This is an optimization exercise on Yosys and OpenROAD, whose aim is small area, a short achievable clock period and few clock cycles per item, not a production implementation.
Where RTL was checked, it was by simulation tests only, not by an equivalence proof against the original.
Power figures rest on the tool's default switching activity, not on a simulated workload.

## ember
## goertzel_power_detect
module goertzel_power_detect #(
   parameter int OW       = 20,
   parameter int PW       = 2*OW+1,
   parameter int HOLD_ON  = 3,
   parameter int HOLD_OFF = 3
) (
   input  logic            i_clk,
   input  logic            i_rst,
   input  logic [2*OW-1:0] s_axis_tdata,
   input  logic            s_axis_tvalid,
   output logic            s_axis_tready,
   output logic [PW-1:0]   m_axis_tdata,
   output logic            m_axis_tuser,
   output logic            m_axis_tvalid,
   input  logic            m_axis_tready,
   input  logic [PW-1:0]   i_threshold,
   output logic            o_detect
);
clock: 8.0 ns
lec_check: 0
cap_margin: 20
core_margin: 2
core_utilization: 40
cts_buf_list: sky130_fd_sc_hd__clkbuf_8
setup_slack_margin: 3.5
slew_margin: 20
synth_hierarchical: 1
synth_minimum_keep_size: 0
standard.sh (not shown) runs the stock make flow with config.mk's settings and CLKGATE_MAP_FILE= SYNTH_SCRIPT=/design/flow/synth_recipe.tcl, a recipe that flattens the netlist after the stock synthesis.
==> flow/flow/run.sh <==
#!/bin/bash
# Standard ORFS layout (the standard.sh, standard synthesis unchanged),
# with the port buffers made from the smallest buffer cell.
set -euo pipefail
bash standard.sh BUFFER_PORTS_ARGS="-buffer_cell sky130_fd_sc_hd__buf_1" finish > standard_flow.log 2>&1
ember completed; timing, DRC and antenna clean
Testbench counts of ember, summed over its fixed seeds: cycles 2,072, items 2,048.
[inputs] indigo vs ember
--- a/flow/config.mk
+++ b/flow/config.mk
@@ -9,4 +9,5 @@
 export CORE_MARGIN = 2
-export CORE_UTILIZATION = 40
+export CORE_UTILIZATION = 60
 export CTS_BUF_LIST = sky130_fd_sc_hd__clkbuf_8
+export PLACE_DENSITY = 0.75
 export SETUP_SLACK_MARGIN = 3.5
==> notes.md <==
| met1 track utilization from global routing | indigo vs ember | 11 points higher |
Summary of the comparison: core area is lower in indigo, relative to ember.
The run showing the smaller die span in y is indigo.
Worst setup path startpoint = g_in.r_re[4]: ember; worst setup path startpoint = g_mid.r_mid[8]: indigo
ember has a higher buffer and inverter count on the worst path than indigo.
Number of signal-net buffers in the layout down about 4% in indigo wrt ember
Diff ember -> indigo: final critical-path required period higher; portion of the layout cell area used by clock cells comparable.
Taking ember as the reference point, the total power draw of indigo falls by 0.73%.
Across both runs, met2 layer usage reported by global route was higher for indigo than for ember.
diff inputs: indigo => amber
--- a/flow/config.mk
+++ b/flow/config.mk
@@ -9,6 +9,5 @@
 export CORE_MARGIN = 2
-export CORE_UTILIZATION = 60
+export CORE_UTILIZATION = 40
 export CTS_BUF_LIST = sky130_fd_sc_hd__clkbuf_8
-export PLACE_DENSITY = 0.75
-export SETUP_SLACK_MARGIN = 3.5
+export SETUP_SLACK_MARGIN = 4.0
 export SLEW_MARGIN = 20
==> notes.md <==
amber vs. indigo: met3 global-route usage went up by 0.21 points.
Compared with indigo, amber shows a higher signed area change from the synthesized netlist to the final layout.
Taking indigo over amber, the cell leakage power ratio works out to 0.849.
In the reports for indigo and amber, the larger number of nets at the end of the flow belongs to amber.
Relative to indigo, hold slack decreased by 0.0039 ns in amber.
Changes in quartz relative to amber:
--- a/flow/config.mk
+++ b/flow/config.mk
@@ -7,2 +7,3 @@
 export LEC_CHECK = 0
+export ABC_AREA = 1
 export CAP_MARGIN = 20
@@ -11,3 +12,3 @@
 export CTS_BUF_LIST = sky130_fd_sc_hd__clkbuf_8
-export SETUP_SLACK_MARGIN = 4.0
+export SETUP_SLACK_MARGIN = 3.5
 export SLEW_MARGIN = 20
--- outcome ---
quartz vs amber, standard cell with the maximum stage delay on the critical path: dfxtp_4 vs fa_2
[diff] routed wire length, quartz relative to amber: improvement
amber vs quartz, launch point of the worst path: g_in.r_re[10] vs g_in.r_re[15]
Compare amber and quartz | number of optimization iterations in the first detailed-route pass higher: amber
In the metrics for amber and quartz, the one carrying the lower final period utilization is amber.
Taking amber as the reference point, the portion of total power attributed to the clock network of quartz rises by 0.8 points.
quartz vs amber on number of cells on the worst reg-to-reg path: quartz is the lower one.
For fjord, these inputs were changed with respect to quartz:
--- a/flow/config.mk
+++ b/flow/config.mk
@@ -7,3 +7,2 @@
 export LEC_CHECK = 0
-export ABC_AREA = 1
 export CAP_MARGIN = 20
@@ -11,3 +10,2 @@
 export CORE_UTILIZATION = 40
-export CTS_BUF_LIST = sky130_fd_sc_hd__clkbuf_8
 export SETUP_SLACK_MARGIN = 3.5
## What came out
Sort fjord and quartz by post-place instance area desc -> top: quartz. Compared quartz against fjord; slack of the worst reg-to-reg path within noise. Setup slack: fjord less than quartz. Changes observed in fjord relative to quartz: minimum clock period went up 0.0090 ns, clock network power share now larger, sequential power ~0 delta. NOTE: final area in fjord falls short of that of quartz. Compared with quartz, fjord is the less power-hungry design.


Setup of P:
Another version of the RTL of goertzel_power_detect (not shown whole).
Size in the first run: ~1500 cells after synthesis, roughly 160 flip-flops, about 130 I/O pins.
Settings: LEC_CHECK=0, ABC_CLOCK_PERIOD_IN_PS=3000, CAP_MARGIN=20, CORE_MARGIN=2, CORE_UTILIZATION=40, SETUP_SLACK_MARGIN=3.5, SLEW_MARGIN=20, SYNTH_HIERARCHICAL=1, SYNTH_MINIMUM_KEEP_SIZE=0; clock period 8.0 ns.
Scripts as last shown in full above: flow/flow/run.sh
In summary, P completed successfully, with a layout that passed the timing, DRC and antenna checks.
Changes in Q relative to P:
- clearing ABC_CLOCK_PERIOD_IN_PS, which used to be 3000
### Flow results
Q: full flow OK, the timing, DRC and antenna checks passed. From Q to P, number of ordinary and repair buffers in the finished layout did not move at all. Register fraction of the total cell area came out exactly the same in Q and P. Core utilization: P vs Q — no meaningful difference. Any difference in residual antenna-violating net count after detailed routing between P and Q is small enough to ignore.
Function was not checked in any run of this note: the RTL went through the layout flow alone.


Setup of onyx:
goertzel_power_detect, a different RTL version from the one above (not shown whole).
For scale: roughly 1,600 cells after synthesis, ~160 flip-flops, ~0.017 mm2 of cells after synthesis.
export LEC_CHECK = 0
export CAP_MARGIN = 20
export CORE_MARGIN = 2
export CORE_UTILIZATION = 40
export CTS_BUF_LIST = sky130_fd_sc_hd__clkbuf_8
export SETUP_SLACK_MARGIN = 4.0
export SLEW_MARGIN = 20
export SYNTH_HIERARCHICAL = 1
export SYNTH_MINIMUM_KEEP_SIZE = 0
create_clock -name core_clock -period 8.0 [get_ports {i_clk}]
Scripts as last shown in full above: flow/flow/run.sh
Edits applied to the flow inputs when going from onyx to cedar:
- SETUP_SLACK_MARGIN now 3.8, was 4.0
Findings:
Any difference in delay contributed by the slowest stage of the critical path between onyx and cedar is small enough to ignore.
onyx → cedar: final area decreased 0.99%, critical path depth decreased 1, count of routing violations after the opening detailed-route iteration decreased about 20%, post-CTS resize count decreased 14, power after layout decreased about 0.7%.
On multi-input logic cell count, cedar and onyx are neck and neck.
The global-route usage in cedar was lower than what onyx gave.
There was hardly any difference in non-clock buffer count between onyx and cedar.
The latest clock arrival within the worst-skew pair was comparable across cedar and onyx.
| combinational cell fraction of total power | cedar vs onyx | 0.8 points higher |
Input changes introduced in xenon (baseline for comparison: cedar):
- changing SETUP_SLACK_MARGIN from 3.8 to 3.5
==> notes.md <==
- The detailed-routed wire length on met3 in xenon sits 240 um above the value recorded for cedar.
- Area: xenon vs cedar -> xenon smaller
- Per the comparison of xenon with cedar, utilization of the core after routing down 0.36 points; fmax fell 8.1 MHz.
No run of this note included a check of the RTL's function; only the layout flow was run.


Another version of the RTL of goertzel_power_detect (not shown whole).
Size: about 170 flip-flops, roughly 18000 um^2 of cells after synthesis.
// goertzel_power_detect
module goertzel_power_detect #(
   parameter int OW       = 20,
   parameter int PW       = 2*OW+1,
   parameter int HOLD_ON  = 3,
   parameter int HOLD_OFF = 3
) (
   input  logic            i_clk,
   input  logic            i_rst,
   input  logic [2*OW-1:0] s_axis_tdata,
   input  logic            s_axis_tvalid,
   output logic            s_axis_tready,
   output logic [PW-1:0]   m_axis_tdata,
   output logic            m_axis_tuser,
   output logic            m_axis_tvalid,
   input  logic            m_axis_tready,
   input  logic [PW-1:0]   i_threshold,
   output logic            o_detect
);
export LEC_CHECK = 0
export CAP_MARGIN = 20
export CORE_MARGIN = 2
export CORE_UTILIZATION = 40
export SLEW_MARGIN = 20
export SYNTH_HIERARCHICAL = 1
export SYNTH_MINIMUM_KEEP_SIZE = 0
create_clock -name core_clock -period 8.0 [get_ports {i_clk}]
Scripts as last shown in full above: flow/flow/run.sh
Change:
==> flow/run.sh (new file) <==
#!/bin/bash
# synth_recipe.tcl (not shown) runs the flow's synth.tcl, then flattens the netlist and writes it again
# the make line also repeats each setting of config.mk as NAME=value (left out here)
make -C /OpenROAD-flow-scripts/flow DESIGN_CONFIG=/design/flow/config.mk WORK_HOME=/design/flow/orfs CLKGATE_MAP_FILE= SYNTH_SCRIPT=/design/flow/synth_recipe.tcl finish
removed: flow/flow/run.sh
removed: flow/standard.sh
- final area climbs by about 4%
- global-route usage climbs by 0.13 points
- die area is unchanged
- routed wire length climbs by about 0.7%
No run of this note included a check of the RTL's function; only the layout flow was run.


goertzel_power_detect, a different RTL version from the one above (not shown whole).
Size in the first run: about 1700 cells after synthesis, roughly 160 flip-flops, roughly 130 I/O pins, about 0.018 mm^2 of cells after synthesis.
Settings: LEC_CHECK=0, CAP_MARGIN=20, CORE_MARGIN=2, CORE_UTILIZATION=40, CTS_BUF_LIST=sky130_fd_sc_hd__clkbuf_8, SETUP_SLACK_MARGIN=4.1, SLEW_MARGIN=20, SYNTH_HIERARCHICAL=1, SYNTH_MINIMUM_KEEP_SIZE=0; clock period 8.0 ns.
==> flow/flow/run.sh <==
#!/bin/bash
# Standard ORFS layout (the standard.sh, standard synthesis unchanged),
# with the port buffers made from the smallest buffer cell.
set -euo pipefail
bash standard.sh BUFFER_PORTS_ARGS="-buffer_cell sky130_fd_sc_hd__buf_1" finish > standard_flow.log 2>&1
Testbench counts at the start, summed over its fixed seeds: cycles 2,072, items 2,048.
Edit:
--- a/flow/config.mk
+++ b/flow/config.mk
@@ -12 +12 @@
-export SETUP_SLACK_MARGIN = 4.1
+export SETUP_SLACK_MARGIN = 3.8
Fmax is lower by 6.0%.
Register-to-register slack is worse by 0.25 ns.
Worst setup slack loses 0.25 ns.
Clock-buffer cell count is unchanged.
Edit:
--- a/flow/config.mk
+++ b/flow/config.mk
@@ -12 +12 @@
-export SETUP_SLACK_MARGIN = 3.8
+export SETUP_SLACK_MARGIN = 3.95
=>
- The new run ran to the end with no violations
- setup slack gains 0.085 ns
- wire length is lower by 0.82%
- worst hold slack loses 0.011 ns
Edit:
--- a/flow/config.mk
+++ b/flow/config.mk
@@ -12 +12 @@
-export SETUP_SLACK_MARGIN = 3.95
+export SETUP_SLACK_MARGIN = 4.5
What happened:
- The changed run passed the timing, DRC and antenna checks
- worst setup slack improved by 0.20 ns
- routed wire length increases by about 15%
- total power is higher by about 8%
- sequential cell count stays the same
- clock skew falls by 0.0087 ns
- clock-buffer cell count rises by 1
- synthesized area is unchanged
- via count grows by 7.4%
- sequential share of layout area fell by 2.0 points


goertzel_power_detect, a different RTL version from the one above (not shown whole).
Size: about 1,600 cells after synthesis, ~160 flip-flops, ~130 I/O pins.
export LEC_CHECK = 0
export CAP_MARGIN = 20
export CORE_MARGIN = 2
export CORE_UTILIZATION = 40
export CTS_BUF_LIST = sky130_fd_sc_hd__clkbuf_8
export SETUP_SLACK_MARGIN = 4.2
export SLEW_MARGIN = 20
export SYNTH_HIERARCHICAL = 1
export SYNTH_MINIMUM_KEEP_SIZE = 0
create_clock -name core_clock -period 8.0 [get_ports {i_clk}]
Scripts as last shown in full above: flow/flow/run.sh
Testbench counts at the start, summed over its fixed seeds: cycles 2,072, items 2,048.
Next try:
CORE_UTILIZATION = 55   (was 40)
PLACE_DENSITY = 0.7   (was not set)
Area after synthesis is unchanged.
Worst setup slack gets worse by 0.017 ns.
Clock-buffer cell count fell by 2.
Power fell by 1.3%.
Clock power fell by 14%.
Fmax fell by 0.44%.
Via count rose by 1.9%.
Global-route usage rose by 6.2 points.
Die area fell by 27%.
Non-clock buffer count rose by 9.
Wire length fell by 4.3%.
Next try:
CORE_UTILIZATION = 40   (was 55)
PLACE_DENSITY = not set   (was 0.7)
SETUP_SLACK_MARGIN = 4.0   (was 4.2)
- The new run completed with no timing, DRC or antenna violations
- synthesized area does not change
- design area decreases by 1.4%
- die area increases by 37%
- global-route usage decreases by 6.4 points
- synthesized cell count stays the same
Next try:
SETUP_SLACK_MARGIN = 4.4   (was 4.0)
Result:
- clock skew barely changes
- routed wire length came out higher by 10%
- die area does not change
- via count came out higher by 5.7%
- non-clock buffer count came out higher by 101
- synthesized cell count stays the same
- worst setup slack improves by 0.18 ns
- clock power came out higher by about 1%
- utilization came out higher by 3.4 points
- critical path depth is unchanged
- synthesized area stays the same
Next try:
SETUP_SLACK_MARGIN = 4.1   (was 4.4)
After rerunning: Combinational power decreases by 5.3%; design area decreases by 6.2%; power decreases by 3.6%.
Next try:
SETUP_SLACK_MARGIN = 4.3   (was 4.1)
Non-clock buffer count increases by 64.
Area after synthesis stays the same.
Total power increases by a few percent.
Sequential cell count does not change.


the reference run:
Another version of the RTL of goertzel_power_detect (not shown whole).
For scale: about 160 flip-flops, ~130 I/O pins, roughly 18000 um2 of cells after synthesis.
export LEC_CHECK = 0
export CAP_MARGIN = 20
export CORE_MARGIN = 2
export CORE_UTILIZATION = 40
export CTS_BUF_LIST = sky130_fd_sc_hd__clkbuf_8
export SETUP_SLACK_MARGIN = 3.95
export SLEW_MARGIN = 20
export SYNTH_HIERARCHICAL = 1
export SYNTH_MINIMUM_KEEP_SIZE = 0
create_clock -name core_clock -period 8.0 [get_ports {i_clk}]
Scripts as last shown in full above: flow/flow/run.sh
The reference run finished end to end and its layout was clean on timing, DRC and antenna.
--- input diff the reference run..the trial run ---
# the reference run
export LEC_CHECK = 0
export CAP_MARGIN = 20
export CORE_MARGIN = 2
export CORE_UTILIZATION = 40
export CTS_BUF_LIST = sky130_fd_sc_hd__clkbuf_8
export SETUP_SLACK_MARGIN = 3.95
export SLEW_MARGIN = 20
export SYNTH_HIERARCHICAL = 1
export SYNTH_MINIMUM_KEEP_SIZE = 0
create_clock -name core_clock -period 8.0 [get_ports {i_clk}]
# the trial run
export LEC_CHECK = 0
export CAP_MARGIN = 20
export CORE_MARGIN = 2
export CORE_UTILIZATION = 40
export CTS_BUF_LIST = sky130_fd_sc_hd__clkbuf_8
export SETUP_SLACK_MARGIN = 4.25
export SLEW_MARGIN = 20
export SYNTH_HIERARCHICAL = 1
export SYNTH_MINIMUM_KEEP_SIZE = 0
create_clock -name core_clock -period 8.0 [get_ports {i_clk}]
==> notes.md <==
- The trial run vs the reference run, highest-delay cell along the critical path: clkinvlp_4 vs dfxtp_2
- Compared with the reference run, in the trial run total track usage now sits higher; utilization of the core after routing increased by 3.0 points relative to the old numbers; leakage power increased by 0.55 nW relative to the old numbers.
- The trial run against the reference run: total power of the final layout saw an increase, total power density per cell area saw a decrease, power attributed to the clock group saw an increase.
Function was not checked in any run of this note: the RTL went through the layout flow alone.

## static timing again, ports no longer ideal
No port has a modelled driver above. Below, the same layouts with a new extraction and two added sets of constraints.
Step 1: set_driving_cell puts a clkbuf_16 on i_clk and a buf_2 on each other input, an assumption about the parent block.
Step 2 times the ports against the registers' clock, not the clock port: input delays grow and output delays shrink by t, the midpoint of the rising clock arrivals with the driver on.
Slacks: ideal ports / drivers / drivers and shift; pairs: ideal ports / drivers.
run | shift t [ns] | setup slack, ns | worst data-port slew with drivers (ns)
ember | 0.568 | 3.606 / 3.606 / 3.606 | 0.05
indigo | 0.523 | 3.588 / 3.588 / 3.588 | 0.04
amber | 0.572 | 3.740 / 3.740 / 3.740 | 0.04
quartz | 0.553 | 3.625 / 3.625 / 3.625 | 0.06
fjord | 0.508 | 3.616 / 3.616 / 3.616 | 0.05
P | 0.518 | 3.641 / 3.641 / 3.641 | 0.06
Q | 0.518 | 3.641 / 3.641 / 3.641 | 0.06
onyx | 0.565 | 3.757 / 3.757 / 3.757 | 0.04
cedar | 0.564 | 3.760 / 3.760 / 3.760 | 0.05
xenon | 0.570 | 3.609 / 3.609 / 3.609 | 0.05
the first run of note 4 | 0.510 | 3.164 / 3.164 / 3.164 | 0.05
the second run of note 4 | 0.509 | 3.144 / 3.119 / 3.119 | 0.06
the first run of note 5 | 0.577 | 4.168 / 4.168 / 3.647 | 0.06
the second run of note 5 | 0.572 | 3.923 / 3.923 / 3.453 | 0.06
the third run of note 5 | 0.577 | 4.008 / 3.984 / 3.578 | 0.06
the fourth run of note 5 | 0.575 | 4.210 / 4.210 / 3.881 | 0.06
the first run of note 6 | 0.570 | 4.240 / 4.232 / 3.726 | 0.06
the second run of note 6 | 0.534 | 4.223 / 4.223 / 3.817 | 0.06
the third run of note 6 | 0.559 | 4.095 / 4.095 / 3.603 | 0.06
the fourth run of note 6 | 0.564 | 4.271 / 4.271 / 3.877 | 0.06
the fifth run of note 6 | 0.565 | 4.189 / 4.189 / 3.781 | 0.06
the sixth run of note 6 | 0.565 | 4.261 / 4.261 / 3.832 | 0.07
the reference run | 0.578 | 4.025 / 4.023 / 3.635 | 0.04
the trial run | 0.577 | 4.120 / 4.070 / 3.851 | 0.07
After both steps setup and hold are still met in every run listed. The setup slack of the first run of note 5, which loses most, moves by 0.000 ns with the drivers and by -0.521 ns with both steps.
